What follows belongs to an exercise in optimizing a design on an open flow for small area; a production flow would make more cautious choices.
RTL that was checked went through simulation tests only; none was proved equivalent to the original.
Power figures rest on the tool's default switching activity, not on a simulated workload.

== north ==
## sudoku_game
module sudoku_game (
	input logic CLOCK_50,
	input logic resetn,
	input logic [8:0] keys_i,
	output logic [6:0] hex_row_o,
	output logic [6:0] hex_col_o,
	output logic [3:0] cell_digit_o,
	output logic cell_wrong_o,
	output logic solved_o
);
Settings: LEC_CHECK=0, CAP_MARGIN=0, CORE_MARGIN=2, CORE_UTILIZATION=55, GPL_TIMING_DRIVEN=1, SLEW_MARGIN=0, SYNTH_HIERARCHICAL=1, SYNTH_MINIMUM_KEEP_SIZE=0; clock period 10.0 ns.
standard.sh (not shown) runs the stock make flow with config.mk's settings and CLKGATE_MAP_FILE= SYNTH_SCRIPT=/design/flow/synth_recipe.tcl, a recipe that flattens the netlist after the stock synthesis.
==> flow/flow/run.sh <==
#!/bin/bash
# Standard layout, with the smallest port buffers and a clock tree of
# small buffers in clusters of up to 8 flip-flops, without dummy loads.
set -e
export BUFFER_PORTS_ARGS="-buffer_cell sky130_fd_sc_hd__buf_1"
export CTS_ARGS="-sink_clustering_enable -repair_clock_nets -dont_use_dummy_load -buf_list sky130_fd_sc_hd__clkbuf_4 -sink_clustering_size 8 -sink_clustering_max_diameter 100"
bash standard.sh > standard.log 2>&1
north: PASS, flow complete, no timing, DRC or antenna violations
Input-level comparison between south and north:
# north
export LEC_CHECK = 0
export CAP_MARGIN = 0
export CORE_MARGIN = 2
export CORE_UTILIZATION = 55
export GPL_TIMING_DRIVEN = 1
export SLEW_MARGIN = 0
export SYNTH_HIERARCHICAL = 1
export SYNTH_MINIMUM_KEEP_SIZE = 0
create_clock -name core_clock -period 10.0 [get_ports {CLOCK_50}]
# south
export LEC_CHECK = 0
export CAP_MARGIN = 0
export CORE_MARGIN = 2
export CORE_UTILIZATION = 55
export GPL_TIMING_DRIVEN = 0
export SLEW_MARGIN = 0
export SYNTH_HIERARCHICAL = 1
export SYNTH_MINIMUM_KEEP_SIZE = 0
create_clock -name core_clock -period 10.0 [get_ports {CLOCK_50}]
--- outcome ---
south vs. north: iteration count of the initial detailed-routing pass dropped 3; final cell count climbed 24; critical path depth lower; wire length shrank by about 1.6%. Looking only at final area, and setting everything else aside, the lower value of south and north goes to north. Between south and north, it is south whose core utilization is higher, by 1.6 points. Summary: hold slack, south worse than north. north → south: relative area change from synthesis to final layout up 2.8 points; portion of total power attributed to combinational logic rose 0.4 points.

* * *

Another version of the RTL of sudoku_game (not shown whole).
Size in the first run: roughly 940 cells after synthesis, ~31 I/O pins, ~0.012 mm2 of cells after synthesis.
make LEC_CHECK=0 CAP_MARGIN=0 CORE_MARGIN=2 CORE_UTILIZATION=55 CTS_BUF_LIST=sky130_fd_sc_hd__clkbuf_4 GPL_TIMING_DRIVEN=0 SLEW_MARGIN=0 finish   # period 10.0 ns
run.sh (not shown) runs the stock make flow with config.mk's settings and CLKGATE_MAP_FILE= SYNTH_SCRIPT=/design/flow/synth_recipe.tcl, a recipe that flattens the netlist after the stock synthesis.
Stock flow here: none of the scripts above is used.
Then changed:
--- a/flow/config.mk
+++ b/flow/config.mk
@@ -12,2 +12,4 @@
 export GPL_TIMING_DRIVEN = 0
 export SLEW_MARGIN = 0
+export SYNTH_HIERARCHICAL = 1
+export SYNTH_MINIMUM_KEEP_SIZE = 0
The changed run completed without violations.
Clock skew came out lower by 12 ps.
Cell count is lower by 11%.
Hold slack got worse by 5.9 ps.
Non-clock buffer count went down by 41.
Via count went down by 21%.
Worst setup slack improved by 480 ps.
First-iteration DRC count is lower by 37%.
Total power is lower by 6.2%.
Maximum frequency is higher by 8.4%.
Area after synthesis shrinks by 8.8%.
No run of this note included a check of the RTL's function; only the layout flow was run.

* * *

sudoku_game, a different RTL version from the one above (not shown whole).
For scale: ~260 flip-flops, ~31 I/O pins, roughly 0.011 mm2 of cells after synthesis.
make LEC_CHECK=0 CAP_MARGIN=0 CORE_MARGIN=2 CORE_UTILIZATION=55 GPL_TIMING_DRIVEN=0 SLEW_MARGIN=0 SYNTH_HIERARCHICAL=1 SYNTH_MINIMUM_KEEP_SIZE=0 finish   # period 10.0 ns
Then changed:
==> flow/flow/run.sh (new file) <==
#!/bin/bash
# Standard layout, with smaller port buffers and a clock tree built from
# mid-size buffers without dummy loads.
set -e
cp standard.sh standard.sh.txt
export BUFFER_PORTS_ARGS="-buffer_cell sky130_fd_sc_hd__buf_1"
export CTS_ARGS="-sink_clustering_enable -repair_clock_nets -dont_use_dummy_load -buf_list sky130_fd_sc_hd__clkbuf_8"
bash standard.sh > standard.log 2>&1
==> flow/standard.sh (new file) <==
#!/bin/bash
# synth_recipe.tcl (not shown) runs the flow's synth.tcl, then flattens the netlist and writes it again
# the make line also repeats each setting of config.mk as NAME=value (left out here)
make -C /OpenROAD-flow-scripts/flow DESIGN_CONFIG=/design/flow/config.mk WORK_HOME=/design/flow/orfs CLKGATE_MAP_FILE= SYNTH_SCRIPT=/design/flow/synth_recipe.tcl "${@:-finish}"
removed: flow/run.sh
Utilization is lower by 2.1 points.
Wire length increases by a few percent.
Clock power fell by about a fifth.
Global-route usage rose by 0.87 points.
Then changed:
==> flow/flow/run.sh (replaced) <==
#!/bin/bash
# Standard layout, with the smallest port buffers and a clock tree of
# small buffers in clusters of up to 10 flip-flops, without dummy loads.
set -e
export BUFFER_PORTS_ARGS="-buffer_cell sky130_fd_sc_hd__buf_1"
export CTS_ARGS="-sink_clustering_enable -repair_clock_nets -dont_use_dummy_load -buf_list sky130_fd_sc_hd__clkbuf_4 -sink_clustering_size 10 -sink_clustering_max_diameter 100"
bash standard.sh > standard.log 2>&1
- CORE_UTILIZATION: 55 -> 70
Critical path depth does not change.
Sequential share of layout area increases by 2.3 points.
Power decreases by 16%.
Worst setup slack improved by 0.089 ns.
Die area decreases by about 20%.
Wire length decreases by 7.5%.
Cell count decreases by 6.0%.
Via count increases by 0.90%.
Combinational power stays flat.

* * *

Setup of before:
sudoku_game, a different RTL version from the one above (not shown whole).
Size in the first run: about 780 cells after synthesis, about 31 I/O pins, roughly 11000 um2 of cells after synthesis.
Settings: LEC_CHECK=0, CAP_MARGIN=0, CORE_MARGIN=2, CORE_UTILIZATION=55, GPL_TIMING_DRIVEN=0, SLEW_MARGIN=0, SYNTH_HIERARCHICAL=1, SYNTH_MINIMUM_KEEP_SIZE=0; clock period 10.0 ns.
standard.sh (not shown) runs the stock make flow with config.mk's settings and CLKGATE_MAP_FILE= SYNTH_SCRIPT=/design/flow/synth_recipe.tcl, a recipe that flattens the netlist after the stock synthesis.
==> flow/flow/run.sh <==
#!/bin/bash
# Standard layout, with the smallest port buffers and a clock tree of
# mid-size buffers in clusters of up to 15 flip-flops, without dummy loads.
set -e
export BUFFER_PORTS_ARGS="-buffer_cell sky130_fd_sc_hd__buf_1"
export CTS_ARGS="-sink_clustering_enable -repair_clock_nets -dont_use_dummy_load -buf_list sky130_fd_sc_hd__clkbuf_8 -sink_clustering_size 15 -sink_clustering_max_diameter 150"
bash standard.sh > standard.log 2>&1
Setup changes, before to after
==> flow/flow/run.sh <==
#!/bin/bash
# Standard layout, with the smallest port buffers and a clock tree of
# small buffers in clusters of up to 8 flip-flops, without dummy loads.
set -e
export BUFFER_PORTS_ARGS="-buffer_cell sky130_fd_sc_hd__buf_1"
export CTS_ARGS="-sink_clustering_enable -repair_clock_nets -dont_use_dummy_load -buf_list sky130_fd_sc_hd__clkbuf_4 -sink_clustering_size 8 -sink_clustering_max_diameter 100"
bash standard.sh > standard.log 2>&1
Findings:
after ended up with more standard cells than before. Taking before as the reference point, the clock share of power of after falls by 0.3 points. Compared with before, in after sequential share of layout area essentially unchanged; post-place instance area ~0 delta; sum of routed wire segments on met1 decreased about 1%.

separate check: timing with driven ports:
In the flow no input, the clock included, has a driving cell. The finished layouts below were timed again as built, in two steps.
Step 1: set_driving_cell puts a clkbuf_16 on CLOCK_50 and a buf_2 on each other input, an assumption about the parent block.
Step 2 moves the port delays by t, midway between the first and last clock arrival at a register: inputs arrive t later, outputs are due t later. That takes back most of the time a late clock gives input paths.
Slacks: ideal ports / drivers / drivers and shift; pairs: ideal ports / drivers.
run | t (ns) | slack for setup (ns) | hold slack, ns | worst setup path after step 2
north | 0.667 | 5.512 / 5.512 / 5.512 | 0.404 / 0.404 / 0.404 | register to register
south | 0.656 | 5.660 / 5.660 / 5.660 | 0.394 / 0.394 / 0.394 | register to register
the first run of note 2 | 0.718 | 3.802 / 3.802 / 3.802 | 0.371 / 0.371 / 0.371 | register to register
the second run of note 2 | 0.681 | 4.280 / 4.280 / 4.280 | 0.366 / 0.366 / 0.366 | register to register
the first run of note 3 | 0.566 | 4.634 / 4.634 / 4.634 | 0.407 / 0.407 / 0.407 | register to register
the second run of note 3 | 0.567 | 4.621 / 4.621 / 4.621 | 0.403 / 0.403 / 0.403 | register to register
the third run of note 3 | 0.682 | 4.710 / 4.710 / 4.710 | 0.416 / 0.416 / 0.416 | register to register
before | 0.566 | 4.711 / 4.711 / 4.711 | 0.363 / 0.363 / 0.363 | register to register
after | 0.643 | 4.707 / 4.707 / 4.707 | 0.387 / 0.387 / 0.387 | register to register
After both steps setup and hold are still met in every run listed.
